From an optimization exercise on the open Yosys and OpenROAD flow, aimed at small area; shortcuts taken in it are not production practice.
The RTL was checked by simulation tests, not by an equivalence proof against the original design.
No activity file was given, so power comes from the tool's default toggle rates. The flow treats the clock pin as an ideal source, which a real chip does not have.

### flow/flow/run.sh
#!/bin/bash
set -euo pipefail
bash standard.sh "BUFFER_PORTS_ARGS=-buffer_cell sky130_fd_sc_hd__buf_1" finish > standard_flow.log 2>&1
### flow/standard.sh
#!/bin/bash
# synth_recipe.tcl (not shown) runs the flow's synth.tcl, then flattens the netlist and writes it again
# the make line also repeats each setting of config.mk as NAME=value (left out here)
make -C /OpenROAD-flow-scripts/flow DESIGN_CONFIG=/design/flow/config.mk WORK_HOME=/design/flow/orfs CLKGATE_MAP_FILE= SYNTH_SCRIPT=/design/flow/synth_recipe.tcl "${@:-finish}"
### flow/config.mk
export PLATFORM = sky130hd
export DESIGN_NAME = mb_rx_flit_deser
export DESIGN_NICKNAME = mb_rx_flit_deser
export VERILOG_FILES = /design/flow/design.v
export SDC_FILE = /design/flow/constraint.sdc
export NUM_CORES = 4
export LEC_CHECK = 0
export CAP_MARGIN = 20
export CORE_MARGIN = 2
export CORE_UTILIZATION = 60
export CTS_BUF_LIST = sky130_fd_sc_hd__clkbuf_8
export CTS_CLUSTER_SIZE = 30
export SLEW_MARGIN = 20
### flow/constraint.sdc
create_clock -name core_clock -period 6.5 [get_ports {clk}]
set_input_delay 1.3000 -clock core_clock [delete_from_list [all_inputs] [get_ports {clk}]]
set_output_delay 1.3000 -clock core_clock [all_outputs]
set_load 0.01 [all_outputs]
### flow/design.v
package ucie_mb_pkg;
   localparam int UI_PER_BURST = 8;
   localparam int VALID_HI_UI  = 4;
   typedef enum logic [1:0] {
      IDLE = 2'd0,
      HI   = 2'd1,
      LO   = 2'd2
   } rx_state_e;
   typedef logic [7:0] flit_byte_t;
endpackage
module mb_rx_flit_fifo #(
   parameter int WIDTH = 512,
   parameter int DEPTH = 4
) (
   input  logic                     clk,
   input  logic                     rst_n,
   input  logic                     push_i,
   input  logic [WIDTH-1:0]         push_data_i,
   input  logic                     pop_i,
   output logic [WIDTH-1:0]         pop_data_o,
   output logic                     full_o,
   output logic                     empty_o,
   output logic [$clog2(DEPTH):0]   fill_o
);
   localparam int AW = $clog2(DEPTH);
   logic [WIDTH-1:0] mem_q [DEPTH];
   logic [AW-1:0]    rd_ptr_q;
   logic [AW-1:0]    wr_ptr;
   logic [AW:0]      fill_q;
   logic [DEPTH-1:0] we, rsel;
   assign wr_ptr = rd_ptr_q + fill_q[AW-1:0];
   always_ff @(posedge clk or negedge rst_n) begin
      if (!rst_n) begin
         rd_ptr_q <= '0;
         fill_q   <= '0;
      end else begin
         if (pop_i) rd_ptr_q <= rd_ptr_q + AW'(1);
         if (push_i != pop_i) fill_q <= push_i ? fill_q + (AW+1)'(1) : fill_q - (AW+1)'(1);
      end
   end
   assign empty_o = (fill_q == '0);
   assign full_o  = (fill_q == (AW+1)'(DEPTH));
   assign fill_o  = fill_q;
   for (genvar k = 0; k < DEPTH; k++) begin : g_ent
      assign we[k]   = push_i && (wr_ptr == AW'(k));
      assign rsel[k] = !empty_o && (rd_ptr_q == AW'(k));
      always_ff @(posedge clk) begin
         if (we[k]) mem_q[k] <= push_data_i;
      end
   end
   always_comb begin
      pop_data_o = '0;
      for (int k = 0; k < DEPTH; k++)
         pop_data_o = pop_data_o | ({WIDTH{rsel[k]}} & mem_q[k]);
   end
endmodule
module mb_rx_flit_deser #(
   parameter int NUM_LANES  = 16,
   parameter int FLIT_BYTES = 64,
   parameter int FIFO_DEPTH = 4
) (
   input  logic                            clk,
   input  logic                            reset_n,
   input  logic                            valid_iPin,
   input  logic [NUM_LANES-1:0]            dataPins_i,
   output logic                            flit_valid_o,
   input  logic                            flit_ready_i,
   output logic [FLIT_BYTES*8-1:0]         flit_data_o,
   output logic                            frame_err_o,
   output logic                            overflow_o,
   input  logic                            clr_sticky_i,
   output logic [$clog2(FIFO_DEPTH):0]     fill_level_o
);
   localparam int FRAGS  = FLIT_BYTES / NUM_LANES;
   localparam int FRAG_W = (FRAGS > 1) ? $clog2(FRAGS) : 1;
   localparam int FLIT_W = FLIT_BYTES * 8;
   localparam int UIS    = ucie_mb_pkg::UI_PER_BURST;
   localparam int HI_W   = $clog2(ucie_mb_pkg::VALID_HI_UI);
   localparam int NPOS   = FRAGS * UIS;           
   localparam logic [FRAG_W-1:0] LAST_FRAG = FRAG_W'(FRAGS - 1);
   localparam logic [2:0]        LAST_UI   = 3'(UIS - 1);
   logic [2:0]         ui_q;
   logic [FRAG_W-1:0]  frag_q;
   logic               frame_err_q, overflow_q;
   logic               store, err, flit_done;
   logic               fifo_full, fifo_empty;
   logic               pop_ok, push_ok, drop;
   assign store     = valid_iPin ^ ui_q[HI_W];
   assign err       = (ui_q != 3'd0) && !store;
   assign flit_done = store && (ui_q == LAST_UI) && (frag_q == LAST_FRAG);
   always_ff @(posedge clk or negedge reset_n) begin
      if (!reset_n) begin
         ui_q        <= 3'd0;
         frag_q      <= '0;
         frame_err_q <= 1'b0;
         overflow_q  <= 1'b0;
      end else begin
         ui_q        <= store ? ui_q + 3'd1 : 3'd0;
         if (err)
            frag_q   <= '0;
         else if (store && ui_q == LAST_UI)
            frag_q   <= frag_q + FRAG_W'(1);
         frame_err_q <= err;
         overflow_q  <= drop || (overflow_q && !clr_sticky_i);
      end
   end
   logic [NUM_LANES-1:0] asm_q [NPOS-1];
   logic [FLIT_W-1:0]    flit_w;
   for (genvar i = 0; i < NPOS - 1; i++) begin : g_asm
      always_ff @(posedge clk) begin
         if (store && {frag_q, ui_q} == (FRAG_W+3)'(i)) asm_q[i] <= dataPins_i;
      end
   end
   for (genvar f = 0; f < FRAGS; f++) begin : g_f
      for (genvar u = 0; u < UIS; u++) begin : g_u
         for (genvar b = 0; b < NUM_LANES; b++) begin : g_b
            if (f * UIS + u == NPOS - 1) begin : g_last
               assign flit_w[(f * NUM_LANES + b) * 8 + u] = dataPins_i[b];
            end else begin : g_st
               assign flit_w[(f * NUM_LANES + b) * 8 + u] = asm_q[f * UIS + u][b];
            end
         end
      end
   end
   assign pop_ok  = flit_ready_i && !fifo_empty;
   assign push_ok = flit_done && (!fifo_full || pop_ok);
   assign drop    = flit_done && !push_ok;
   mb_rx_flit_fifo #(
      .WIDTH (FLIT_W),
      .DEPTH (FIFO_DEPTH)
   ) u_fifo (
      .clk         (clk),
      .rst_n       (reset_n),
      .push_i      (push_ok),
      .push_data_i (flit_w),
      .pop_i       (pop_ok),
      .pop_data_o  (flit_data_o),
      .full_o      (fifo_full),
      .empty_o     (fifo_empty),
      .fill_o      (fill_level_o)
   );
   assign flit_valid_o = !fifo_empty;
   assign frame_err_o  = frame_err_q;
   assign overflow_o   = overflow_q;
endmodule
==> metrics.cfg, run 1 <==
[outcome]
outcome=complete, no violations

[clock_network]
clk_pin_slew_worst_paths_ns=0.06
cts_max_level=5
clock_latency_ns=1.03
postCtsSetupBuffers=0
numCtsBuffers=402
cts_resized=0
clock-sinks=2556
cts_tree=built
cts-root-buf=clkbuf_8
clock_path_buffers=4
hold_buffers=0

[flow_run]
drv_cap=0

[routing]
first_pass_iters=6
routedWlPerCell_um=28.8
drt_wl_total_mm=215
drc_errors=0
drtAntennaViolNets=0
viasPerCell=6.05
drt_iter0_drc=4928
vias=45200

[global_route]
grt_pass1_vias=44300
grt.total_usage_pct=28.0
antenna_found_initial=13
grt_max_degree=157
grt_overflow=0
grt_pass1_wl_mm=306

[yosys]
ys_seq_area_share_pct=86.2
syn_area_per_cell_um2=20.0
ys_warn_count=4
yosysTopAreaCell=edfxtp_1
netlist_area_mm2=0.0890
ys_top_cells_by_area=edfxtp_1, a22oi_1, nand2_1
syn_inst=4444
netlist-cell-type-count=36
synth_nets=4477
synth_top_area_share_pct=85.9
yosys_register_bits=2556

[die]
ios=539
start_util_pct=60.3
die-area_mm2=0.151
die_x_um=389
core_mm2=0.147
rows=141
die_h_um=389

[worst_setup_path]
start_kind=flop
arrival_ns=3.80
critPathKind=reg2out
path_max_fanout=43
endpoint_kind=output pin
cp.required_ns=5.20

[placement]
gp_congestion=0.754
dp_hpwl_mm=113
place_ws_ns=2.33
port_buffers=538
dp_cells=6778

[sta]
fin_crit_sh_pct=78.5
tightest_slew_ns=1.07
hold_violations=0
clock_skew_ns=0.0416
fin_ws_ns=1.40
final-max-slew-violation-count=0
setup_viol=0
period_needed_ns=5.10
grt_setup_unrepaired=no
max_freq_mhz=196
slew_headroom_pct=28.8
finalSetupTns_ns=0

[pwr]
power_density_mw_per_mm2=416
irDropWorstVdd_v=0.000478
p_total_uw=41500
power_leakage_uw=0.0328

[finish]
layout_commonest_cell=edfxtp_1
final_cells=7470
mostFrequentLayoutCells=edfxtp_1, a22oi_1, nand2_1, buf_1, clkbuf_8
area_growth_pct=12.0
drive_gt1_share_pct=10.6
fin_nets=5285

[hold_path]
hp-class=in2async

metal layers:
metal	share of wire, %	track usage [%]
met5	0.026	0
met1	40	39.7
met4	2.3	8.17
met3	9.2	7.42
met2	48	43.6
sequential cells by signal (all words and copies together) (netlist names):
signal           cells
asm_q              496
u_fifo.fill_q        3
ui_q                 3
frame_err_q          1
frag_q               2
u_fifo.rd_ptr_q      2
overflow_q           1
u_fifo.mem_q      2048
worst max-delay path: stages (launching register included):
cell and delay, ns:
dfrtp_1 0.50, or3_1 0.27, and2_4 0.64, buf_4 0.64
a22oi_1 0.19, nand2_1 0.13, buf_1 0.38
synthesized netlist by cell type:
| cell | count |
|---|---|
| edfxtp_1 | 2544 |
| a22oi_1 | 1022 |
| nand2_1 | 524 |
| buf_6 | 121 |
| buf_2 | 97 |
| and2_1 | 20 |
| nor2_1 | 13 |
| dfrtp_1 | 12 |
| clkbuf_1 | 11 |
| ha_1 | 11 |
| nor3_1 | 11 |
| inv_1 | 9 |
| xnor2_1 | 7 |
| nor2b_1 | 5 |
| and3_1 | 4 |
| a21oi_1 | 3 |
| nand3_1 | 3 |
| o21ai_0 | 3 |
| o22ai_1 | 3 |
| buf_4 | 2 |
| nand2b_1 | 2 |
| o221ai_1 | 2 |
| or2_2 | 2 |
| a221oi_1 | 1 |
| a22o_1 | 1 |
| clkbuf_2 | 1 |
| fa_1 | 1 |
| mux2_2 | 1 |
| mux2i_1 | 1 |
| nand3b_1 | 1 |
| o211ai_1 | 1 |
| o21a_1 | 1 |
| o221a_2 | 1 |
| o32a_1 | 1 |
| o41ai_1 | 1 |
| or3_1 | 1 |
metrics by stage:
stage          instance area (µm²)  hold WS (ns)  util (%)
4_1_cts                      99700         0.258      67.6
2_1_floorplan                89100         0.456         -
3_5_place_dp                 92800         0.476      62.9
5_1_grt                      99700         0.328      67.6
6_report                     99700         0.333      67.6
3_3_place_gp                 92800         0.469      62.9
kinds of logic after synthesis:
| logic type | share of synthesized area [%] |
|---|---|
| DFF | 86.2 |
| muxes | 0.0239 |
| adders and majority gates | 0.177 |
| and+or+nand+nor | 2.59 |
| xor gates and xnor gates | 0.0689 |
| buffers and inverters | 2.18 |
| AOI/OAI and AO/OA | 8.77 |
worst paths after layout:
path | start | to | slack, ns | cells after the start
worst max-delay path | u_fifo.fill_q[1] | flit_data_o[88] | 1.40 | 6
worst min-delay path | reset_n | ui_q[1] | 0.33 | 1
max in group asynchronous | reset_n | u_fifo.rd_ptr_q[1] | 5.72 | 1
worst max register to register | ui_q[0] | u_fifo.mem_q[1][23] | 2.87 | 8
min in group core_clock | asm_q[15][14] | u_fifo.mem_q[2][247] | 0.47 | 0
worst min register to register | asm_q[15][14] | u_fifo.mem_q[2][247] | 0.47 | 0
layout make-up:
cell class | instances | area [µm²]
diodes | 2 | 5.00
fillers | 9908 | 47800
clock inverters | 282 | 1210
well taps | 1930 | 2410
clock buffers | 408 | 5620
flip-flops and latches | 2556 | 76700
repair buffers | 636 | 3210
multi-input cells | 1647 | 10500
inverters | 9 | 33.8
power breakdown:
group / internal [µW] / switching [µW] / total (µW)
Combinational: 3120 / 8410 / 11500
Clock: 5930 / 5820 / 11700
Sequential: 18100 / 100 / 18200
Total: 27200 / 14300 / 41500
==> run 2, diff against run 1 <==
--- a/flow/config.mk
+++ b/flow/config.mk
@@ -8,6 +8,6 @@
 export CAP_MARGIN = 20
 export CORE_MARGIN = 2
-export CORE_UTILIZATION = 60
-export CTS_BUF_LIST = sky130_fd_sc_hd__clkbuf_8
-export CTS_CLUSTER_SIZE = 30
+export CORE_UTILIZATION = 40
+export CTS_BUF_LIST = sky130_fd_sc_hd__clkbuf_4
+export CTS_CLUSTER_SIZE = 16
 export SLEW_MARGIN = 20
==> run 2 against run 1 <==
Power rose by 3.7%. Wire length rose by 7.4%. Critical path depth did not move. Setup slack got worse by 0.39 ns. Register-to-register slack got worse by 0.11 ns. Synthesized cell count did not move. Clock-buffer cell count rose by 520. Largest cell class unchanged. Design area rose by 2.5%. Largest power group unchanged. Still clean on timing, DRC and antenna. Hold slack improved by 0.073 ns.
==> metrics.cfg, run 2 <==
[die]
die_h_um=476  ; +22%
core_mm2=0.222  ; +50%
die_x_um=476  ; +22%
ios=539  ; unchanged
rows=173  ; +23%
start_util_pct=40.1  ; -20 points
die-area_mm2=0.226  ; +49%

[pwr]
switching_share_pct=34.5  ; -0.036 points
irDropWorstVdd_v=0.000354  ; -26%
switchingPower_uw=14800  ; +3.6%
intPower_uw=28200  ; +3.8%
clkPwrFrac_pct=30.2  ; +1.9 points
combPwrFrac_pct=27.4  ; -0.4 points
pwr-share-seq_pct=42.3  ; -1.6 points
power_density_mw_per_mm2=421  ; +1.2%
power_leakage_uw=0.0336  ; +2.3%
p_total_uw=43000  ; +3.7%

[routing]
met2_length_mm=110  ; +6.3%
drtAntennaViolNets=0  ; unchanged
drc_errors=0  ; unchanged
first_pass_iters=6  ; unchanged
drt_iter0_drc=4701  ; -4.6%
met1_length_mm=92.6  ; +6.9%
drt_wl_total_mm=231  ; +7.4%
vias=46900  ; +3.9%
routed.top_layer=met4
viasPerCell=5.26  ; -13%
routedWlPerCell_um=25.9  ; -10%
wl_met3_mm=20.8  ; +4.9%

[yosys]
synthSimpleGateAreaFrac_pct=2.59  ; unchanged
yosys_register_bits=2556  ; unchanged
synth_nets=4477  ; unchanged
synth_commonest_cells=edfxtp_1, a22oi_1, nand2_1
synth_compound_area_share_pct=8.77  ; unchanged
yosysMostFrequentCell=edfxtp_1
ys_warn_count=4  ; unchanged
ys_seq_area_share_pct=86.2  ; unchanged
netlist_area_mm2=0.0890  ; unchanged
synthXorXnorAreaFrac_pct=0.0689  ; unchanged
syn_inst=4444  ; unchanged
muxShareOfSynthArea_pct=0.0239  ; unchanged
synth_top_family_by_area=compound AO/OA/AOI/OAI gates
synth_ff_type=edfxtp_1
synth_edf_count=2544  ; unchanged
netlist-cell-type-count=36  ; unchanged
synth_adder_area_share_pct=0.177  ; unchanged
async_reset_ff_share_pct=0.469  ; unchanged
syn_area_per_cell_um2=20.0  ; unchanged
ys_top_cells_by_area=edfxtp_1, a22oi_1, nand2_1
yosysTopAreaCell=edfxtp_1
synth_top_area_share_pct=85.9  ; unchanged

[global_route]
antenna_found_initial=18  ; +5
grt_max_degree=139  ; -11%
grt_pass1_wl_mm=324  ; +6.0%
grt_overflow=0  ; unchanged
grt.total_usage_pct=19.9  ; -8.1 points
grt_pass1_vias=46800  ; +5.6%

[finish]
nFillCells=19100  ; +93%
mostFrequentLayoutCells=edfxtp_1, a22oi_1, clkbuf_4, nand2_1, buf_1
final_cells=8920  ; +19%
drive_gt1_share_pct=19.1  ; +8.5 points
largest_reg_flops=2048  ; unchanged
fin_nets=5567  ; +5.3%
largest_register=u_fifo.mem_q
layout_commonest_cell=edfxtp_1
area_growth_pct=14.8
top_regs=u_fifo.mem_q (2048), asm_q (496)

[sta]
setup_viol=0  ; unchanged
hold_violations=0  ; unchanged
max_freq_mhz=182  ; -7.1%
clock_skew_ns=0.129  ; +0.0875 ns
grt_setup_unrepaired=no
final-max-slew-violation-count=0  ; unchanged
fin_crit_sh_pct=84.5  ; +6.0 points
fin_ws_ns=1.01  ; -0.390 ns
period_needed_ns=5.49  ; +0.390 ns
slew_headroom_pct=23.2  ; -5.6 points
finalSetupTns_ns=0  ; unchanged
tightest_slew_ns=1.15  ; +0.0810 ns

[clock_network]
postCtsSetupBuffers=0  ; unchanged
clock_latency_ns=1.39  ; +0.36 ns
cts_resized=0  ; unchanged
cts_tree=built
cts-root-buf=clkbuf_4
numCtsBuffers=663  ; +65%
cts_max_level=6  ; +1
clock-sinks=2556  ; unchanged
clk_pin_slew_worst_paths_ns=0.06  ; about the same
clock_path_buffers=4  ; unchanged
hold_buffers=2  ; +2

[worst_setup_path]
start_kind=flop
endpoint_kind=output pin
critPathKind=reg2out
arrival_ns=4.19  ; +0.39 ns
path_max_fanout=103  ; +140%
cp.required_ns=5.20  ; about the same
r2r_cells=8  ; unchanged

[outcome]
outcome=complete, no violations

[placement]
port_buffers=538  ; unchanged
dp_cells=7842  ; +16%
gp_congestion=0.724  ; -4.0%
place_ws_ns=2.38  ; +0.0470 ns
dp_hpwl_mm=121  ; +7.0%

[hold_path]
whs_path_depth=0
hp-class=reg2reg

[flow_run]
drv_cap=0  ; unchanged

-- run 2: cell counts after synthesis --
No cell type changed its count.
-- run 2: through the flow --
step / utilization [%] / hold slack [ns] / area (µm²)
2_1_floorplan: - / 0.456 / 89100
3_3_place_gp: 42.6 / 0.463 / 94300
3_5_place_dp: 42.6 / 0.477 / 94300
4_1_cts: 46.1 / 0.140 / 102000
5_1_grt: 46.1 / 0.235 / 102000
6_report: 46.1 / 0.406 / 102000
-- run 2: worst paths after layout --
| path | slack, ns | end | from |
|---|---|---|---|
| max in group asynchronous | 5.34 | ui_q[2] | reset_n |
| min in group asynchronous | 0.62 | overflow_q | reset_n |
| min reg2reg | 0.41 | u_fifo.mem_q[1][153] | asm_q[9][3] |
| min | 0.41 | u_fifo.mem_q[1][153] | asm_q[9][3] |
| max | 1.01 | flit_data_o[390] | u_fifo.fill_q[1] |
| max reg2reg | 2.76 | u_fifo.mem_q[3][309] | ui_q[0] |
-- run 2: area by class of cell --
| class | instances | area [µm²] | area share (%) |
|---|---|---|---|
| diodes | 11 | 27.5 | 0.0269 |
| clock buffers | 928 | 6970 | 6.82 |
| clock inverters | 137 | 823 | 0.806 |
| inverters | 9 | 33.8 | 0.0331 |
| multi-input cells | 1647 | 10500 | 10.3 |
| flip-flops and latches | 2556 | 76700 | 75.1 |
| well taps | 2975 | 3720 | 3.64 |
| repair buffers | 657 | 3390 | 3.32 |
-- run 2: power by group through the flow --
stage	combinational, µW	clock [µW]	sequential, µW
2_1_floorplan	6940	0	18500
3_3_place_gp	12000	0	18600
3_5_place_dp	12000	0	18600
4_1_cts	12000	13400	18200
5_1_grt	12800	14300	18200
6_report	11800	13000	18200
-- run 2: cells by family after synthesis --
family	count (synthesis)
flops	2556
buf+inv	241
compound gates	1040
simple gates	586
fa+ha+maj	12
mux	2
xor+xnor	7
-- run 2: layer usage --
layer	track usage, %	vias up
li1	-	20700
met1	26.2	23800
met2	30.7	2126
met3	5.88	353
met4	8.63	0
met5	0	-
-- run 2: worst max-delay path, stage by stage, from the launching register on --
cell	delay, ns
dfrtp_1	0.50
or3_1	0.26
and2_4	0.80
buf_12	0.49
a22oi_1	0.19
nand2_1	0.10
buf_1	0.30
==> run 3, diff against run 2 <==
==> flow/run.sh (new file) <==
#!/bin/bash
# synth_recipe.tcl (not shown) runs the flow's synth.tcl, then flattens the netlist and writes it again
# the make line also repeats each setting of config.mk as NAME=value (left out here)
make -C /OpenROAD-flow-scripts/flow DESIGN_CONFIG=/design/flow/config.mk WORK_HOME=/design/flow/orfs CLKGATE_MAP_FILE= SYNTH_SCRIPT=/design/flow/synth_recipe.tcl finish
--- a/flow/config.mk
+++ b/flow/config.mk
@@ -9,5 +9,3 @@
 export CORE_MARGIN = 2
 export CORE_UTILIZATION = 40
-export CTS_BUF_LIST = sky130_fd_sc_hd__clkbuf_4
-export CTS_CLUSTER_SIZE = 16
 export SLEW_MARGIN = 20
removed: flow/flow/run.sh
removed: flow/standard.sh
==> run 3 against run 2 <==
Synthesized area is the same. Sequential cell count is the same. Sequential share of layout area shrank 2.6 points. Sequential power is essentially flat. Setup slack gained 0.14 ns. Critical endpoint is now flit_data_o[293]. Clock-buffer cell count shrank 582. Combinational power grew 27%. Clock skew shrank 0.066 ns.
==> metrics.cfg, run 3 <==
[sta]
period_needed_ns=5.36  ; -0.136 ns
fin_crit_sh_pct=82.4  ; -2.1 points
slew_headroom_pct=21.7  ; -1.5 points
grt_setup_unrepaired=no
tightest_slew_ns=1.17  ; +0.0257 ns
clock_skew_ns=0.0627  ; -0.0665 ns
fin_ws_ns=1.14  ; +0.136 ns
setup_viol=0  ; unchanged
finalSetupTns_ns=0  ; unchanged
final-max-slew-violation-count=0  ; unchanged
hold_violations=0  ; unchanged
max_freq_mhz=187  ; +2.5%

[yosys]
synth_edf_count=2544  ; unchanged
async_reset_ff_share_pct=0.469  ; unchanged
netlist_area_mm2=0.0890  ; unchanged
yosysTopAreaCell=edfxtp_1
synth_commonest_cells=edfxtp_1, a22oi_1, nand2_1
ys_seq_area_share_pct=86.2  ; unchanged
yosys_register_bits=2556  ; unchanged
syn_area_per_cell_um2=20.0  ; unchanged
ys_top_cells_by_area=edfxtp_1, a22oi_1, nand2_1
ys_warn_count=4  ; unchanged
syn_inst=4444  ; unchanged
yosysMostFrequentCell=edfxtp_1
synth_nets=4477  ; unchanged
synth_top_area_share_pct=85.9  ; unchanged
netlist-cell-type-count=36  ; unchanged
synth_ff_type=edfxtp_1

[clock_network]
hold_buffers=0  ; -2
cts-root-buf=clkbuf_16
numCtsBuffers=278  ; -58%
cts_tree=built
clk_pin_slew_worst_paths_ns=0.06  ; about the same
clock_path_buffers=4  ; unchanged
cts_resized=0  ; unchanged
clock_latency_ns=0.93  ; -0.46 ns
cts_max_level=5  ; -1
postCtsSetupBuffers=0  ; unchanged
clock-sinks=2556  ; unchanged

[finish]
largest_reg_flops=2048  ; unchanged
area_growth_pct=19.0
largest_register=u_fifo.mem_q
nFillCells=18200  ; -4.8%
fin_nets=5168  ; -7.2%
layout_commonest_cell=edfxtp_1
mostFrequentLayoutCells=edfxtp_1, a22oi_1, nand2_1, clkdlybuf4s50_1, clkbuf_16
seqCellArea_mm2=0.0767  ; unchanged
top_regs=u_fifo.mem_q (2048), asm_q (496)
final_core_util_pct=47.8  ; +1.7 points
drive_gt1_share_pct=9.40  ; -9.7 points
final_cells=8299  ; -7.0%
multi_input_area_mm2=0.0105  ; about the same

[pwr]
p_total_uw=47800  ; +11%
power_density_mw_per_mm2=452  ; +7.2%
clkPwrFrac_pct=30.6  ; +0.4 points
intPower_uw=33000  ; +17%
irDropWorstVdd_v=0.000367  ; +3.8%
switchingPower_uw=14800  ; about the same
power_leakage_uw=0.0343  ; +2.0%
combPwrFrac_pct=31.3  ; +3.9 points
pwr-share-seq_pct=38.1  ; -4.2 points
switching_share_pct=31.0  ; -3.5 points

[worst_setup_path]
critPathKind=reg2out
cp.required_ns=5.20  ; about the same
arrival_ns=4.06  ; -0.13 ns
path_max_fanout=90  ; -13%
start_kind=flop
endpoint_kind=output pin
rrSetupSlack_ns=2.84  ; +0.08 ns

[global_route]
grt.total_usage_pct=19.7  ; -0.19 points
grt_pass1_wl_mm=321  ; -1.0%
grt_pass1_vias=44000  ; -6.0%
grt_max_degree=136  ; -2.2%
antenna_found_initial=12  ; -6
grt_overflow=0  ; unchanged

[routing]
drtAntennaViolNets=0  ; unchanged
vias=44700  ; -4.8%
routedWlPerCell_um=27.5  ; +6.3%
drc_errors=0  ; unchanged
viasPerCell=5.38  ; +2.3%
drt_wl_total_mm=229  ; -1.1%
drt_iter0_drc=4633  ; -1.4%
first_pass_iters=5  ; -1

[placement]
dp_cells=7830  ; -0.15%
gp_congestion=0.728  ; +0.48%
place_ws_ns=2.00  ; -0.380 ns
port_buffers=538  ; unchanged
dp_hpwl_mm=118  ; -2.3%

[die]
die_h_um=476  ; unchanged
start_util_pct=40.1  ; unchanged
die_x_um=476  ; unchanged
core_mm2=0.222  ; unchanged
die-area_mm2=0.226  ; unchanged
rows=173  ; unchanged
ios=539  ; unchanged

[flow_run]
drv_cap=0  ; unchanged

[hold_path]
hp-class=reg2reg

[outcome]
outcome=complete, no violations

run 3: final cells by class:
class,instances,area share [%]
clock inverters,117,0.947
inverters,9,0.0319
flip-flops and latches,2556,72.4
well taps,2975,3.52
diodes,6,0.0142
clock buffers,346,6.91
repair buffers,643,6.22
multi-input cells,1647,9.93
run 3: logic make-up after synthesis:
logic type / after synthesis / share of synthesized area [%]
and+or+nand+nor: 586 / 2.59
DFF: 2556 / 86.2
xor gates and xnor gates: 7 / 0.0689
adders and majority gates: 12 / 0.177
muxes: 2 / 0.0239
buffers and inverters: 241 / 2.18
AOI/OAI and AO/OA: 1040 / 8.77
run 3: critical path: stages (launching register included):
cell and delay (ns):
dfrtp_1 0.51, or3_1 0.27, and2_4 0.82, buf_12 0.49
a22oi_1 0.14, nand2_1 0.24, clkdlybuf4s50_1 0.59
run 3: final timing paths:
check / start / end / depth (start not counted)
max in group asynchronous: reset_n / ui_q[1] / 1
max: u_fifo.fill_q[1] / flit_data_o[293] / 6
min in group asynchronous: reset_n / u_fifo.fill_q[0] / 1
min: asm_q[15][11] / u_fifo.mem_q[2][223] / 0
min reg2reg: asm_q[15][11] / u_fifo.mem_q[2][223] / 0
max reg2reg: ui_q[0] / u_fifo.mem_q[3][41] / 8
run 3: power by group through the flow:
stage          clock (µW)  sequential, µW  combinational, µW
4_1_cts             14900           18200              15200
5_1_grt             15600           18200              16000
3_5_place_dp            0           18600              15100
6_report            14600           18200              15000
2_1_floorplan           0           18500               6940
3_3_place_gp            0           18600              15200
run 3: layer usage:
layer / global-route usage (%) / share of wire, % / vias to the layer above
met5: 0 / 0 / -
met4: 5.96 / 2.6 / 0
met3: 5.03 / 8.6 / 284
met2: 31.3 / 48 / 1736
met1: 26.8 / 41 / 23200
li1: - / - / 19500
run 3: per-stage QoR:
| step | instance area [µm²] | hold slack [ns] |
|---|---|---|
| 3_3_place_gp | 97500 | 0.462 |
| 4_1_cts | 106000 | 0.454 |
| 3_5_place_dp | 97500 | 0.476 |
| 6_report | 106000 | 0.456 |
| 5_1_grt | 106000 | 0.460 |
| 2_1_floorplan | 89100 | 0.456 |
==> run 4, diff against run 3 <==
--- a/flow/design.v
+++ b/flow/design.v
@@ -105,21 +105,32 @@
       end
    end
-   logic [NUM_LANES-1:0] asm_q [NPOS-1];
-   logic [FLIT_W-1:0]    flit_w;
-   for (genvar i = 0; i < NPOS - 1; i++) begin : g_asm
-      always_ff @(posedge clk) begin
-         if (store && {frag_q, ui_q} == (FRAG_W+3)'(i)) asm_q[i] <= dataPins_i;
+   localparam int FRAG_BITS = NUM_LANES * UIS;
+   logic [NUM_LANES-1:0] dl_q [UIS-1];    
+   logic [FRAG_BITS-1:0] frag_w;          
+   logic [FRAG_BITS-1:0] fbuf_q [FRAGS-1];
+   logic                 frag_end;
+   always_ff @(posedge clk) begin
+      dl_q[0] <= dataPins_i;
+      for (int i = 1; i < UIS - 1; i++) dl_q[i] <= dl_q[i-1];
+   end
+   for (genvar b = 0; b < NUM_LANES; b++) begin : g_b
+      for (genvar u = 0; u < UIS; u++) begin : g_u
+         if (u == UIS - 1) begin : g_now
+            assign frag_w[b * 8 + u] = dataPins_i[b];
+         end else begin : g_dl
+            assign frag_w[b * 8 + u] = dl_q[UIS - 2 - u][b];
+         end
       end
    end
-   for (genvar f = 0; f < FRAGS; f++) begin : g_f
-      for (genvar u = 0; u < UIS; u++) begin : g_u
-         for (genvar b = 0; b < NUM_LANES; b++) begin : g_b
-            if (f * UIS + u == NPOS - 1) begin : g_last
-               assign flit_w[(f * NUM_LANES + b) * 8 + u] = dataPins_i[b];
-            end else begin : g_st
-               assign flit_w[(f * NUM_LANES + b) * 8 + u] = asm_q[f * UIS + u][b];
-            end
-         end
+   assign frag_end = store && (ui_q == LAST_UI);
+   for (genvar f = 0; f < FRAGS - 1; f++) begin : g_frag
+      always_ff @(posedge clk) begin
+         if (frag_end && frag_q == FRAG_W'(f)) fbuf_q[f] <= frag_w;
       end
+   end
+   logic [FLIT_W-1:0] flit_w;
+   always_comb begin
+      for (int f = 0; f < FRAGS - 1; f++) flit_w[f * FRAG_BITS +: FRAG_BITS] = fbuf_q[f];
+      flit_w[(FRAGS - 1) * FRAG_BITS +: FRAG_BITS] = frag_w;
    end
    assign pop_ok  = flit_ready_i && !fifo_empty;
==> flow/flow/run.sh (new file) <==
#!/bin/bash
set -euo pipefail
bash standard.sh \
  "BUFFER_PORTS_ARGS=-buffer_cell sky130_fd_sc_hd__buf_1" \
  "CTS_ARGS=-sink_clustering_enable -repair_clock_nets -buf_list sky130_fd_sc_hd__clkbuf_16 -sink_clustering_size 32 -sink_clustering_max_diameter 100" \
  finish > standard_flow.log 2>&1
==> flow/standard.sh (new file) <==
#!/bin/bash
# synth_recipe.tcl (not shown) runs the flow's synth.tcl, then flattens the netlist and writes it again
# the make line also repeats each setting of config.mk as NAME=value (left out here)
make -C /OpenROAD-flow-scripts/flow DESIGN_CONFIG=/design/flow/config.mk WORK_HOME=/design/flow/orfs CLKGATE_MAP_FILE= SYNTH_SCRIPT=/design/flow/synth_recipe.tcl "${@:-finish}"
--- a/flow/config.mk
+++ b/flow/config.mk
@@ -8,4 +8,4 @@
 export CAP_MARGIN = 20
 export CORE_MARGIN = 2
-export CORE_UTILIZATION = 40
+export CORE_UTILIZATION = 60
 export SLEW_MARGIN = 20
removed: flow/run.sh
==> run 4 against run 3 <==
Still clean. Synthesized cell count fell by 0.92%. Clock skew down 0.037 ns. Hold slack lost 0.0092 ns. Synthesized area grew 0.42%. Largest cell class unchanged.
==> metrics.cfg, run 4 <==
[outcome]
outcome=complete, no violations

[worst_setup_path]
path_cells=or3_1 -> and2_4 -> buf_4 -> buf_4 -> a22oi_1 -> nand2_1 -> buf_1
slowest_stage=and2_4
r2r-end=u_fifo.mem_q[2][354]
path_max_fanout=45  ; -50%
arrival_ns=3.65  ; -0.41 ns
start_kind=flop
crit_top_cell=buf_4
endpoint_kind=output pin
cp.required_ns=5.20  ; about the same
r2r_start=ui_q[2]
max_stage_delay_ns=0.70  ; -0.12 ns
r2r_cells=7  ; -1
critPathKind=reg2out
rrSetupSlack_ns=3.00  ; +0.16 ns

[sta]
tightest_slew_ns=1.05  ; -0.121 ns
max_freq_mhz=202  ; +8.2%
period_needed_ns=4.95  ; -0.407 ns
hold_violations=0  ; unchanged
fin_crit_sh_pct=76.2  ; -6.3 points
grt_setup_unrepaired=no
setup_viol=0  ; unchanged
finalSetupTns_ns=0  ; unchanged
final-max-slew-violation-count=0  ; unchanged
clock_skew_ns=0.0256  ; -0.0371 ns
slew_headroom_pct=29.5  ; +7.8 points

[clock_network]
clk_pin_slew_worst_paths_ns=0.12  ; +0.06 ns
clock-sinks=2556  ; unchanged
cts_tree=built
cts-root-buf=clkbuf_16
cts_max_level=3  ; -2
hold_buffers=0  ; unchanged
postCtsSetupBuffers=0  ; unchanged
clock_path_buffers=3  ; -1
clock_latency_ns=0.73  ; -0.20 ns
numCtsBuffers=89  ; -68%
cts_resized=0  ; unchanged

[routing]
drc_errors=0  ; unchanged
drt_iter0_drc=3747  ; -19%
viasPerCell=6.09  ; +13%
drtAntennaViolNets=0  ; unchanged
routedWlPerCell_um=27.5  ; -0.17%
drt_wl_total_mm=189  ; -17%
vias=41900  ; -6.3%
first_pass_iters=5  ; unchanged

[die]
rows=141  ; -18%
die_x_um=390  ; -18%
core_mm2=0.148  ; -33%
ios=539  ; unchanged
die_h_um=390  ; -18%
die-area_mm2=0.152  ; -33%
start_util_pct=60.4  ; +20 points

[yosys]
ys_top_cells_by_area=edfxtp_1, a22oi_1, a22oi_2
yosysTopAreaCell=edfxtp_1
synth_top_area_share_pct=81.7  ; -4.1 points
synth_commonest_cells=edfxtp_1, a22oi_1, nand2_1
synth_ff_type=edfxtp_1
yosysMostFrequentCell=edfxtp_1
ys_seq_area_share_pct=84.6  ; -1.6 points
ys_warn_count=5  ; +1
async_reset_ff_share_pct=0.469  ; unchanged
yosys_register_bits=2556  ; unchanged
syn_inst=4403  ; -0.92%
netlist-cell-type-count=37  ; +2.8%
synth_edf_count=2432  ; -4.4%
syn_area_per_cell_um2=20.3  ; +1.4%
synth_nets=4437  ; -0.89%
netlist_area_mm2=0.0894  ; +0.42%

[finish]
drive_gt1_share_pct=10.8  ; +1.4 points
top_regs=u_fifo.mem_q (2048), fbuf_q (384), dl_q (112)
multi_input_area_mm2=0.0120  ; +14%
largest_reg_flops=2048  ; unchanged
layout_commonest_cell=edfxtp_1
area_growth_pct=7.04
mostFrequentLayoutCells=edfxtp_1, a22oi_1, buf_1, nand2_1, a22oi_2
largest_register=u_fifo.mem_q
seqCellArea_mm2=0.0756  ; -1.5%
nFillCells=10000  ; -45%
final_cells=6876  ; -17%
fin_nets=4913  ; -4.9%

[pwr]
irDropWorstVdd_v=0.000474  ; +29%
combPwrFrac_pct=32.7  ; +1.4 points
clkPwrFrac_pct=19.0  ; -12 points
pwr-share-seq_pct=48.4  ; +10 points
power_density_mw_per_mm2=390  ; -14%
switchingPower_uw=13300  ; -10%
intPower_uw=24000  ; -27%
power_leakage_uw=0.0301  ; -12%
switching_share_pct=35.7  ; +4.7 points

[flow_run]
drv_cap=0  ; unchanged

[global_route]
grt_pass1_vias=40300  ; -8.3%
top_usage_layer=met2
grt_max_degree=129  ; -5.1%
antenna_found_initial=5  ; -7
grt.total_usage_pct=24.4  ; +4.7 points
grt_pass1_wl_mm=275  ; -14%
grt_overflow=0  ; unchanged
met1_usage_pct=35.8  ; +9.0 points
gr-usage-met2_pct=38.1  ; +6.8 points
grt_use_met3_pct=4.67  ; -0.36 points

[hold_path]
whs_path_depth=0  ; unchanged
hp-class=reg2reg
hold_path_startpoint=dl_q[4][10]
holdPathEnd=dl_q[5][10]

[placement]
dp_cells=6718  ; -14%
dp_hpwl_mm=103  ; -13%
gp_congestion=0.774  ; +6.3%
port_buffers=538  ; unchanged

-- run 4: cell types whose count changed in the layout (fill, tap and decap cells not counted), moves of 32 or more --
cell	change
clkdlybuf4s50_1	-522
edfxtp_1	-112
clkinv_2	-36
buf_4	-32
buf_1	+538
dfxtp_1	+112
a22oi_2	+350
clkinv_1	-52
clkbuf_16	-193
a22oi_1	-348
clkbuf_1	-63
inv_1	+68
-- run 4: cell families after synthesis --
family	after synthesis	synth area share, %
and+or+nand+nor	544	2.34
DFF	2556	84.6
buffers and inverters	240	2.11
AOI/OAI and AO/OA	1041	10.7
xor gates and xnor gates	7	0.0686
muxes	2	0.0238
adders and majority gates	13	0.190
-- run 4: area by class of cell --
| cell class | count | area share, % |
|---|---|---|
| Clock buffer | 90 | 2.35 |
| Inverter | 10 | 0.0392 |
| Antenna cell | 1 | 0.00262 |
| Clock inverter | 67 | 0.263 |
| Sequential cell | 2556 | 79.0 |
| Tap cell | 1930 | 2.52 |
| Multi-Input combinational cell | 1607 | 12.5 |
| Timing Repair Buffer | 615 | 3.26 |
-- run 4: power by group through the flow --
stage,combinational (µW),sequential (µW),clock (µW)
floorplan,7670,18400,0
global placement,12400,18400,0
detailed placement,12400,18400,0
CTS,12400,18000,7270
global route,13100,18100,7750
finish,12200,18000,7070
-- run 4: how the worst max path moves through the flow --
stage | from | to | slack [ns] | depth (start not counted)
6_report | u_fifo.fill_q[0] | flit_data_o[335] | 1.55 | 7
5_1_grt | u_fifo.fill_q[0] | flit_data_o[113] | 1.29 | 6
4_1_cts | u_fifo.fill_q[0] | flit_data_o[456] | 1.48 | 6
3_5_place_dp | u_fifo.fill_q[0] | flit_data_o[366] | 2.31 | 6
3_3_place_gp | valid_iPin | u_fifo.mem_q[1][222] | 2.32 | 6
2_1_floorplan | valid_iPin | u_fifo.mem_q[0][0] | -8.63 | 4
-- run 4: routing by layer --
layer	up-vias	wire length, µm
met5	-	0
met4	0	4800
met3	169	13600
met2	1295	90200
met1	21800	80400
li1	18600	-
-- run 4: stage by stage --
stage	power, µW	worst slack [ns]	util (%)	area [µm²]	hold WS [ns]
detailed placement	30800	2.31	63.0	93100	0.437
CTS	37700	1.48	64.7	95600	0.456
finish	37300	1.55	64.7	95600	0.447
global route	38900	1.29	64.7	95600	0.470
global placement	30800	2.32	63.0	93100	0.430
floorplan	26000	-8.63	-	89400	0.392
-- run 4: critical path, delay by kind of cell, from the launching register on --
family	cells	cell delay, ns
flops	1	0.50
compound gates	1	0.14
buf+inv	3	1.09
simple gates	3	1.10
==> run 5, diff against run 4 <==
==> flow/flow/run.sh (replaced) <==
#!/bin/bash
set -euo pipefail
bash standard.sh \
  "BUFFER_PORTS_ARGS=-buffer_cell sky130_fd_sc_hd__buf_1" \
  "CTS_ARGS=-sink_clustering_enable -repair_clock_nets -buf_list sky130_fd_sc_hd__clkbuf_16 -sink_clustering_size 30 -sink_clustering_max_diameter 80" \
  finish > standard_flow.log 2>&1
==> run 5 against run 4 <==
Cell count up 0.57%. Combinational power about the same. Clock skew down 0.0036 ns. Critical path type unchanged.
==> metrics.cfg, run 5 <==
[finish]
largest_reg_flops=2048  ; unchanged
layout_commonest_cell=edfxtp_1
largest_register=u_fifo.mem_q
drive_gt1_share_pct=12.1  ; +1.4 points
top_regs=u_fifo.mem_q (2048), fbuf_q (384), dl_q (112)
fin_nets=4931  ; +0.37%
area_growth_pct=8.13
final_area_mm2=0.0966  ; +1.0%
mostFrequentLayoutCells=edfxtp_1, a22oi_1, buf_1, nand2_1, a22oi_2

[yosys]
ys_seq_area_share_pct=84.6  ; unchanged
synth_commonest_cells=edfxtp_1, a22oi_1, nand2_1
synth_edf_count=2432  ; unchanged
yosys_register_bits=2556  ; unchanged
netlist_area_mm2=0.0894  ; unchanged
ys_warn_count=5  ; unchanged
synth_nets=4437  ; unchanged
async_reset_ff_share_pct=0.469  ; unchanged
yosysTopAreaCell=edfxtp_1
syn_inst=4403  ; unchanged
syn_area_per_cell_um2=20.3  ; unchanged
synth_ff_type=edfxtp_1
ys_top_cells_by_area=edfxtp_1, a22oi_1, a22oi_2
netlist-cell-type-count=37  ; unchanged
yosysMostFrequentCell=edfxtp_1
synth_top_area_share_pct=81.7  ; unchanged

[die]
rows=141  ; unchanged
die-area_mm2=0.152  ; unchanged
core_mm2=0.148  ; unchanged
die_x_um=390  ; unchanged
die_h_um=390  ; unchanged
ios=539  ; unchanged
start_util_pct=60.4  ; unchanged

[clock_network]
clock_path_buffers=3  ; unchanged
cts_max_level=3  ; unchanged
cts-root-buf=clkbuf_16
clock-sinks=2556  ; unchanged
clock_latency_ns=0.76  ; +0.03 ns
clk_pin_slew_worst_paths_ns=0.11  ; about the same
postCtsSetupBuffers=0  ; unchanged
cts_tree=built
cts_resized=0  ; unchanged
numCtsBuffers=107  ; +20%
hold_buffers=0  ; unchanged

[routing]
first_pass_iters=5  ; unchanged
drc_errors=0  ; unchanged
drtAntennaViolNets=0  ; unchanged
vias=42000  ; +0.29%
routedWlPerCell_um=27.4  ; -0.48%
viasPerCell=6.07  ; -0.28%
drt_iter0_drc=3462  ; -7.6%
drt_wl_total_mm=189  ; about the same

[worst_setup_path]
endpoint_kind=output pin
crit_top_cell=buf_4
slowest_stage=and2_4
critPathKind=reg2out
max_stage_delay_ns=0.69  ; about the same
cp.required_ns=5.20  ; about the same
r2r-end=u_fifo.mem_q[2][354]
arrival_ns=3.66  ; about the same
cp_num_buf_inv=3  ; unchanged
r2r_cells=7  ; unchanged
rrSetupSlack_ns=2.99  ; about the same
path_cells=or3_1 -> and2_4 -> buf_4 -> buf_4 -> a22oi_1 -> nand2_1 -> buf_1
start_kind=flop
path_max_fanout=45  ; unchanged
r2r_start=ui_q[2]
critPathTopFamily=simple AND/OR/NAND/NOR gates

[flow_run]
drv_cap=0  ; unchanged

[global_route]
grt_overflow=0  ; unchanged
grt.total_usage_pct=24.5  ; +0.080 points
grt_max_degree=129  ; unchanged
antenna_found_initial=2  ; -3
grt_pass1_vias=40500  ; +0.49%
grt_pass1_wl_mm=276  ; +0.55%

[placement]
place_area_mm2=0.0931  ; unchanged
dp_hpwl_mm=103  ; unchanged
gp_congestion=0.774  ; unchanged
port_buffers=538  ; unchanged

[hold_path]
hp-class=reg2reg
hold_path_startpoint=dl_q[3][3]
whs_path_depth=0  ; unchanged
holdPathEnd=dl_q[4][3]

[sta]
grt_setup_unrepaired=no
clock_skew_ns=0.0220  ; -0.00360 ns
finalSetupTns_ns=0  ; unchanged
max_freq_mhz=202  ; -0.20%
fin_crit_sh_pct=76.3  ; +0.16 points
tightest_slew_ns=1.05  ; -0.00352 ns
final-max-slew-violation-count=0  ; unchanged
period_needed_ns=4.96  ; +0.0102 ns
hold_violations=0  ; unchanged
slew_headroom_pct=29.7  ; +0.24 points
setup_viol=0  ; unchanged

[outcome]
outcome=complete, no violations

[pwr]
power_leakage_uw=0.0304  ; +1.1%
power_density_mw_per_mm2=399  ; +2.3%
irDropWorstVdd_v=0.000471  ; -0.54%

[run 5: cell counts after synthesis]
Identical to the previous run, type by type.
[run 5: kinds of logic (layout without fill, tap and decap cells)]
group,after synthesis,in the layout,synth area share (%)
other,0,1,0
AO/OA/AOI/OAI,1041,1041,10.7
AND/OR/NAND/NOR,544,544,2.34
flip-flops,2556,2556,84.6
buffers and inverters,240,821,2.11
XOR/XNOR,7,7,0.0686
multiplexers,2,2,0.0238
adder cells (fa/ha/maj),13,13,0.190
[run 5: worst max-delay path by stage]
stage | startpoint | end | slack [ns] | depth (start not counted)
after floorplan | valid_iPin | u_fifo.mem_q[0][0] | -8.63 | 4
after global placement | valid_iPin | u_fifo.mem_q[1][222] | 2.32 | 6
after detailed placement | u_fifo.fill_q[0] | flit_data_o[366] | 2.31 | 6
after CTS | u_fifo.fill_q[0] | flit_data_o[366] | 1.45 | 6
after global routing | u_fifo.fill_q[0] | flit_data_o[113] | 1.27 | 6
final | u_fifo.fill_q[0] | flit_data_o[335] | 1.54 | 7
[run 5: layout make-up]
class	count	area, µm²
diodes	1	2.50
flip-flops and latches	2556	75600
clock inverters	87	748
multi-input cells	1607	12000
repair buffers	615	3120
fillers	9941	51200
inverters	10	37.5
well taps	1930	2410
clock buffers	109	2730
[run 5: metrics by stage]
step           worst slack [ns]  power [µW]  hold WS (ns)  utilization, %  instances
3_5_place_dp               2.31       30800         0.437            63.0       6718
5_1_grt                    1.27       40200         0.465            65.4       6914
4_1_cts                    1.45       39000         0.451            65.4       6914
6_report                   1.54       38500         0.449            65.4       6915
3_3_place_gp               2.32       30800         0.430            63.0       6717
2_1_floorplan             -8.63       26000         0.392               -       4403
[run 5: routing by layer]
layer  GRT usage [%]  up-vias  wire (µm)
met5               0        -          0
met4            5.79        0       3850
met3            4.57      163      13000
met2            38.8     1288      91400
met1            35.9    21800      80900
li1                -    18700          -
[run 5: power breakdown]
group	internal [µW]	switching, µW
registers	17900	131
logic	3510	8670
clock network	3410	4920
total	24800	13700
==> run 6, diff against run 5 <==
--- a/flow/design.v
+++ b/flow/design.v
@@ -28,13 +28,24 @@
    logic [AW-1:0]    wr_ptr;
    logic [AW:0]      fill_q;
-   logic [DEPTH-1:0] we, rsel;
+   logic [DEPTH-1:0] we;
+   logic [DEPTH-1:0] rsel_q;      
+   logic [AW-1:0]    rd_ptr_d;
+   logic [AW:0]      fill_d;
    assign wr_ptr = rd_ptr_q + fill_q[AW-1:0];
+   always_comb begin
+      rd_ptr_d = pop_i ? rd_ptr_q + AW'(1) : rd_ptr_q;
+      fill_d   = fill_q;
+      if (push_i != pop_i) fill_d = push_i ? fill_q + (AW+1)'(1) : fill_q - (AW+1)'(1);
+   end
    always_ff @(posedge clk or negedge rst_n) begin
       if (!rst_n) begin
          rd_ptr_q <= '0;
          fill_q   <= '0;
+         rsel_q   <= '0;
       end else begin
-         if (pop_i) rd_ptr_q <= rd_ptr_q + AW'(1);
-         if (push_i != pop_i) fill_q <= push_i ? fill_q + (AW+1)'(1) : fill_q - (AW+1)'(1);
+         rd_ptr_q <= rd_ptr_d;
+         fill_q   <= fill_d;
+         for (int k = 0; k < DEPTH; k++)
+            rsel_q[k] <= (fill_d != '0) && (rd_ptr_d == AW'(k));
       end
    end
@@ -44,5 +55,4 @@
    for (genvar k = 0; k < DEPTH; k++) begin : g_ent
       assign we[k]   = push_i && (wr_ptr == AW'(k));
-      assign rsel[k] = !empty_o && (rd_ptr_q == AW'(k));
       always_ff @(posedge clk) begin
          if (we[k]) mem_q[k] <= push_data_i;
@@ -52,5 +62,5 @@
       pop_data_o = '0;
       for (int k = 0; k < DEPTH; k++)
-         pop_data_o = pop_data_o | ({WIDTH{rsel[k]}} & mem_q[k]);
+         pop_data_o = pop_data_o | ({WIDTH{rsel_q[k]}} & mem_q[k]);
    end
 endmodule
==> flow/flow/run.sh (replaced) <==
#!/bin/bash
set -euo pipefail
bash standard.sh \
  "BUFFER_PORTS_ARGS=-buffer_cell sky130_fd_sc_hd__buf_1" \
  "CTS_ARGS=-sink_clustering_enable -repair_clock_nets -dont_use_dummy_load -buf_list sky130_fd_sc_hd__clkbuf_16 -sink_clustering_size 30 -sink_clustering_max_diameter 80" \
  finish > standard_flow.log 2>&1
--- a/flow/config.mk
+++ b/flow/config.mk
@@ -8,4 +8,4 @@
 export CAP_MARGIN = 20
 export CORE_MARGIN = 2
-export CORE_UTILIZATION = 60
+export CORE_UTILIZATION = 80
 export SLEW_MARGIN = 20
==> run 6 against run 5 <==
Maximum frequency is 8.9% higher. Clock skew is 0.026 ns higher. Still clean. Non-clock buffer count is 10 lower. Core utilization is 21 points higher. Largest cell class unchanged. Critical path depth is 3 lower. Largest power group unchanged. Die area is 27% lower.
==> metrics.cfg, run 6 <==
[die]
start_util_pct=80.8  ; +20 points
die_h_um=333  ; -15%
core_mm2=0.107  ; -27%
die_x_um=333  ; -15%
ios=539  ; unchanged
rows=120  ; -15%
die-area_mm2=0.111  ; -27%

[worst_setup_path]
cp.required_ns=5.20  ; about the same
r2r-end=u_fifo.mem_q[0][21]
r2r_start=u_fifo.fill_q[0]
start_kind=flop
r2r_cells=6  ; -1
path_cells=buf_12 -> a22oi_1 -> nand2_1 -> buf_1
rrSetupSlack_ns=3.05  ; +0.06 ns
max_stage_delay_ns=1.17  ; +0.48 ns
path_max_fanout=121  ; +170%
cp_num_buf_inv=2  ; -1
critPathTopFamily=flip-flops
endpoint_kind=output pin
slowest_stage=dfrtp_4
arrival_ns=3.25  ; -0.41 ns
critPathKind=reg2out

[sta]
tightest_slew_ns=1.10  ; +0.0483 ns
max_freq_mhz=220  ; +8.9%
grt_setup_unrepaired=no
hold_violations=0  ; unchanged
clock_skew_ns=0.0484  ; +0.0264 ns
final-max-slew-violation-count=0  ; unchanged
period_needed_ns=4.55  ; -0.406 ns
setup_viol=0  ; unchanged
fin_crit_sh_pct=70.1  ; -6.3 points
finalSetupTns_ns=0  ; unchanged
slew_headroom_pct=26.7  ; -3.0 points

[pwr]
power_leakage_uw=0.0297  ; -2.6%
power_density_mw_per_mm2=343  ; -14%
p_total_uw=31900  ; -17%
irDropWorstVdd_v=0.000363  ; -23%

[yosys]
synth_top_area_share_pct=84.2  ; +2.5 points
yosysMostFrequentCell=edfxtp_1
ys_seq_area_share_pct=87.3  ; +2.7 points
muxShareOfSynthArea_pct=0.0361  ; +0.012 points
synth_top_family_by_area=compound AO/OA/AOI/OAI gates
synth_adder_area_share_pct=0.139  ; -0.052 points
synth_edf_count=2432  ; unchanged
yosys_register_bits=2560  ; +0.16%
synthXorXnorAreaFrac_pct=0.0808  ; +0.012 points
syn_area_per_cell_um2=19.7  ; -3.0%
netlist_area_mm2=0.0867  ; -3.0%
synthSimpleGateAreaFrac_pct=2.45  ; +0.11 points
syn_inst=4403  ; unchanged
ys_top_cells_by_area=edfxtp_1, a22oi_1, dfxtp_1
synth_nets=4433  ; -0.090%
async_reset_ff_share_pct=0.625  ; +0.16 points
yosysTopAreaCell=edfxtp_1
ys_warn_count=5  ; unchanged
synth_compound_area_share_pct=9.00  ; -1.7 points
synth_commonest_cells=edfxtp_1, a22oi_1, nand2_1
netlist-cell-type-count=38  ; +2.7%
synth_ff_type=edfxtp_1

[finish]
top_regs=u_fifo.mem_q (2048), fbuf_q (384), dl_q (112)
drive_gt1_share_pct=3.73  ; -8.4 points
n_antenna_cell=0  ; -1
nFillCells=4127  ; -58%
mostFrequentLayoutCells=edfxtp_1, a22oi_1, buf_1, nand2_1, dfxtp_1
layout_commonest_cell=edfxtp_1
largest_reg_flops=2048  ; unchanged
largest_register=u_fifo.mem_q
fin_nets=4905  ; -0.53%
area_growth_pct=7.41

[routing]
drc_errors=0  ; unchanged
drtAntennaViolNets=0  ; unchanged
vias=43700  ; +4.0%
first_pass_iters=9  ; +4
drt_wl_total_mm=182  ; -3.6%
routedWlPerCell_um=29.0  ; +6.2%
viasPerCell=6.96  ; +15%
drt_iter0_drc=5669  ; +64%

[global_route]
grt_pass1_wl_mm=268  ; -3.1%
grt_pass1_vias=42400  ; +4.7%
grt.total_usage_pct=32.7  ; +8.2 points
antenna_found_initial=2  ; unchanged
grt_max_degree=122  ; -5.4%
grt_overflow=0  ; unchanged

[clock_network]
numCtsBuffers=95  ; -11%
postCtsSetupBuffers=0  ; unchanged
clock-sinks=2560  ; +0.16%
cts_resized=0  ; unchanged
clock_latency_ns=0.72  ; -0.04 ns
hold_buffers=0  ; unchanged
cts_tree=built
clk_pin_slew_worst_paths_ns=0.11  ; about the same
cts-root-buf=clkbuf_16
cts_max_level=3  ; unchanged
clock_path_buffers=3  ; unchanged

[placement]
port_buffers=538  ; unchanged
dp_hpwl_mm=101  ; -1.8%
gp_congestion=0.807  ; +4.4%

[hold_path]
hp-class=reg2reg
holdPathEnd=dl_q[2][9]
whs_path_depth=0  ; unchanged
hold_path_startpoint=dl_q[1][9]

[outcome]
outcome=complete, no violations

[flow_run]
drv_cap=0  ; unchanged

run 6: kinds of logic (layout without fill, tap and decap cells):
group / count (synthesis) / count (layout)
buffers and inverters: 236 / 706
adders and majority gates: 9 / 9
AOI/OAI and AO/OA: 1039 / 1039
muxes: 3 / 3
xor gates and xnor gates: 8 / 8
DFF: 2560 / 2560
and+or+nand+nor: 548 / 548
run 6: worst max path at each step:
stage          slack, ns             start                    to  depth (start not counted)
2_1_floorplan      -7.89        valid_iPin    u_fifo.mem_q[2][0]                          5
3_3_place_gp        2.34        valid_iPin  u_fifo.mem_q[2][178]                          8
3_5_place_dp        2.31        valid_iPin  u_fifo.mem_q[2][176]                          8
5_1_grt             1.90  u_fifo.rsel_q[0]       flit_data_o[41]                          4
6_report            1.95  u_fifo.rsel_q[0]      flit_data_o[301]                          4
4_1_cts             2.05  u_fifo.rsel_q[0]      flit_data_o[301]                          4
run 6: metrics by stage:
step / setup slack [ns] / area, µm² / util (%) / cells / hold slack (ns)
2_1_floorplan: -7.89 / 86800 / - / 4403 / 0.392
3_3_place_gp: 2.34 / 90800 / 84.5 / 6181 / 0.423
3_5_place_dp: 2.31 / 90800 / 84.5 / 6181 / 0.429
4_1_cts: 2.05 / 93100 / 86.7 / 6276 / 0.448
5_1_grt: 1.90 / 93100 / 86.7 / 6276 / 0.461
6_report: 1.95 / 93100 / 86.7 / 6276 / 0.434
run 6: metal layers:
layer,track usage (%),part of all wire [%],vias up
met2,53.0,50,2759
met1,46.2,36,22100
li1,-,-,18500
met4,11.8,4.0,0
met3,5.71,10,288
met5,0,0,-
run 6: power breakdown:
group          switching [µW]  leakage, µW  total, µW  internal (µW)
Clock                    4270      0.00117       6910           2640
Combinational            4860      0.00550       6740           1890
Sequential                325       0.0230      18300          17900
Total                    9450       0.0297      31900          22500
run 6: area by class of cell:
| class | instances | area (µm²) | area share, % |
|---|---|---|---|
| multi-input cells | 1607 | 10200 | 11.0 |
| flip-flops and latches | 2560 | 75700 | 81.3 |
| repair buffers | 605 | 3060 | 3.29 |
| well taps | 1403 | 1760 | 1.88 |
| clock buffers | 95 | 2380 | 2.55 |
| inverters | 6 | 22.5 | 0.0242 |
==> run 7, diff against run 6 <==
--- a/flow/config.mk
+++ b/flow/config.mk
@@ -8,4 +8,4 @@
 export CAP_MARGIN = 20
 export CORE_MARGIN = 2
-export CORE_UTILIZATION = 80
+export CORE_UTILIZATION = 70
 export SLEW_MARGIN = 20
==> run 7 against run 6 <==
Still clean on timing, DRC and antenna. Die area increased by 14%. Sequential power about the same. Synthesized cell count unchanged. Via count decreased by 2.9%. Synthesized area unchanged. Global-route usage decreased by 4.7 points.
==> metrics.cfg, run 7 <==
[flow_run]
drv_cap=0  ; unchanged

[clock_network]
cts_resized=0  ; unchanged
cts_tree=built
cts_max_level=3  ; unchanged
clk_pin_slew_worst_paths_ns=0.10  ; about the same
hold_buffers=0  ; unchanged
postCtsSetupBuffers=0  ; unchanged
numCtsBuffers=98  ; +3.2%
cts-root-buf=clkbuf_16
clock_path_buffers=3  ; unchanged
clock_latency_ns=0.73  ; about the same
clock-sinks=2560  ; unchanged

[yosys]
netlist-cell-type-count=38  ; unchanged
ys_top_cells_by_area=edfxtp_1, a22oi_1, dfxtp_1
ys_seq_area_share_pct=87.3  ; unchanged
syn_inst=4403  ; unchanged
synth_adder_area_share_pct=0.139  ; unchanged
synthXorXnorAreaFrac_pct=0.0808  ; unchanged
synthSimpleGateAreaFrac_pct=2.45  ; unchanged
synth_top_area_share_pct=84.2  ; unchanged
yosysTopAreaCell=edfxtp_1
synth_top_family_by_area=compound AO/OA/AOI/OAI gates
synth_nets=4433  ; unchanged
synth_commonest_cells=edfxtp_1, a22oi_1, nand2_1
synth_edf_count=2432  ; unchanged
synth_compound_area_share_pct=9.00  ; unchanged
synth_ff_type=edfxtp_1
yosys_register_bits=2560  ; unchanged
syn_area_per_cell_um2=19.7  ; unchanged
muxShareOfSynthArea_pct=0.0361  ; unchanged
netlist_area_mm2=0.0867  ; unchanged
async_reset_ff_share_pct=0.625  ; unchanged
ys_warn_count=5  ; unchanged
yosysMostFrequentCell=edfxtp_1

[pwr]
power_density_mw_per_mm2=342  ; about the same
power_leakage_uw=0.0296  ; -0.10%
irDropWorstVdd_v=0.000312  ; -14%
p_total_uw=32000  ; +0.17%

[worst_setup_path]
start_kind=flop
path_max_fanout=117  ; -3.3%
endpoint_kind=output pin
critPathKind=reg2out
cp.required_ns=5.20  ; about the same
arrival_ns=3.18  ; -0.07 ns

[die]
die_h_um=356  ; +6.8%
die-area_mm2=0.127  ; +14%
die_x_um=356  ; +6.8%
ios=539  ; unchanged
core_mm2=0.123  ; +15%
start_util_pct=70.3  ; -10 points
rows=129  ; +7.5%

[finish]
drive_gt1_share_pct=3.62  ; -0.12 points
mostFrequentLayoutCells=edfxtp_1, a22oi_1, buf_1, nand2_1, dfxtp_1
area_growth_pct=7.66
largest_register=u_fifo.mem_q
largest_reg_flops=2048  ; unchanged
fin_nets=4899  ; -0.12%
layout_commonest_cell=edfxtp_1
top_regs=u_fifo.mem_q (2048), fbuf_q (384), dl_q (112)
final_core_util_pct=75.7  ; -11 points
final_area_mm2=0.0933  ; +0.23%

[hold_path]
hp-class=reg2reg

[sta]
hold_ws_ns=0.440  ; +0.00589 ns
final-max-slew-violation-count=0  ; unchanged
max_freq_mhz=223  ; +1.6%
tightest_slew_ns=1.43  ; +0.333 ns
setup_viol=0  ; unchanged
finalSetupTns_ns=0  ; unchanged
hold_violations=0  ; unchanged
slew_headroom_pct=4.56  ; -22 points
period_needed_ns=4.48  ; -0.0706 ns
fin_crit_sh_pct=69.0  ; -1.1 points
clock_skew_ns=0.0515  ; +0.00306 ns
grt_setup_unrepaired=no

[outcome]
outcome=complete, no violations

[routing]
drc_errors=0  ; unchanged
first_pass_iters=6  ; -3
drt_wl_total_mm=179  ; -1.5%
drt_iter0_drc=4912  ; -13%
vias=42400  ; -2.9%
drtAntennaViolNets=0  ; unchanged
viasPerCell=6.51  ; -6.4%
routedWlPerCell_um=27.6  ; -5.0%

[placement]
port_buffers=538  ; unchanged
dp_hpwl_mm=97.1  ; -4.2%
place_area_mm2=0.0909  ; +0.15%
gp_congestion=0.771  ; -4.4%

[global_route]
grt_max_degree=149  ; +22%
antenna_found_initial=4  ; +2
grt_pass1_vias=40400  ; -4.8%
grt_overflow=0  ; unchanged
grt.total_usage_pct=27.9  ; -4.7 points
grt_pass1_wl_mm=261  ; -2.7%

[run 7: cell type report]
type / count / area (µm²)
Tap cell: 1637 / 2050
Inverter: 6 / 22.5
Antenna cell: 1 / 2.50
Clock buffer: 98 / 2450
Multi-Input combinational cell: 1607 / 10200
Sequential cell: 2560 / 75700
Timing Repair Buffer: 596 / 2910
Fill cell: 6950 / 30000
[run 7: where the power goes]
part           internal, µW  switching, µW  leakage (µW)  total, µW
Sequential            17900            304        0.0230      18200
Combinational          1870           4800       0.00543       6680
Clock                  2710           4330       0.00121       7050
Total                 22500           9440        0.0296      32000
[run 7: metrics by stage]
step / setup slack, ns / std cells
after floorplan: -7.89 / 4403
after global placement: 2.28 / 6406
after detailed placement: 2.30 / 6406
after CTS: 1.94 / 6504
after global routing: 1.86 / 6504
final: 2.02 / 6505
[run 7: routing by layer]
metal / global-route usage, % / wire length, µm / vias to the layer above
met5: 0 / 8 / -
met3: 4.79 / 14500 / 192
met4: 7.72 / 5110 / 2
met1: 41.6 / 71700 / 21800
li1: - / - / 18500
met2: 43.9 / 88100 / 1832
[run 7: path summary, 6_finish.rpt]
check | startpoint | end | slack [ns] | depth (start not counted)
setup / recovery | u_fifo.rsel_q[1] | flit_data_o[126] | 2.02 | 4
hold / removal | dl_q[3][1] | dl_q[4][1] | 0.44 | 0
setup reg to reg | u_fifo.fill_q[0] | u_fifo.mem_q[0][206] | 3.00 | 6
hold reg to reg | dl_q[3][1] | dl_q[4][1] | 0.44 | 0
max in group asynchronous | reset_n | u_fifo.rsel_q[0] | 5.15 | 1
min in group asynchronous | reset_n | frag_q[1] | 0.68 | 1
[run 7: kinds of logic after synthesis]
| kind of cell | Yosys count |
|---|---|
| XOR/XNOR | 8 |
| AO/OA/AOI/OAI | 1039 |
| buffers and inverters | 236 |
| multiplexers | 3 |
| flip-flops | 2560 |
| AND/OR/NAND/NOR | 548 |
| adder cells (fa/ha/maj) | 9 |
[run 7: critical path, cell delays in order, from the launching register on]
cell	delay, ns
dfrtp_4	1.08
buf_12	0.59
a22oi_1	0.17
nand2_1	0.28
buf_1	0.21

[afterwards: timing with drivers on the ports]
The flow's constraints put no driver on any port. The routed layouts listed below were extracted and timed again, unchanged, in two steps.
Step 1, drivers: a clkbuf_16 drives clk and a buf_2 each remaining input, both assumed.
Step 2, shift: input delay + t, output delay - t, t = (earliest + latest rising clock arrival at the registers) / 2. This alone moves slack from input paths to output paths.
Slacks: no drivers / after step 1 / after step 2; pairs: no drivers / after step 1.
| run | shift t [ns] | slack for setup (ns) | worst setup path after step 2 | latest minus earliest clock arrival (ns) | pins driven straight from the clock port |
|---|---|---|---|---|---|
| run 1 | 1.083 | 1.398 / 1.318 / 2.143 | input to register | 0.052 / 0.052 | 1 |
| run 2 | 1.390 | 1.007 / 0.929 / 2.217 | input to register | 0.165 / 0.164 | 1 |
| run 3 | 0.974 | 1.143 / 1.059 / 2.033 | register to output | 0.082 / 0.082 | 1 |
| run 4 | 0.804 | 1.550 / 1.464 / 2.268 | register to output | 0.026 / 0.026 | 1 |
| run 5 | 0.825 | 1.540 / 1.459 / 2.284 | register to output | 0.034 / 0.034 | 1 |
| run 6 | 0.778 | 1.946 / 1.867 / 2.275 | input to register | 0.048 / 0.049 | 1 |
| run 7 | 0.781 | 2.017 / 1.936 / 2.257 | input to register | 0.055 / 0.056 | 1 |
After both steps every run listed still meets setup and hold.
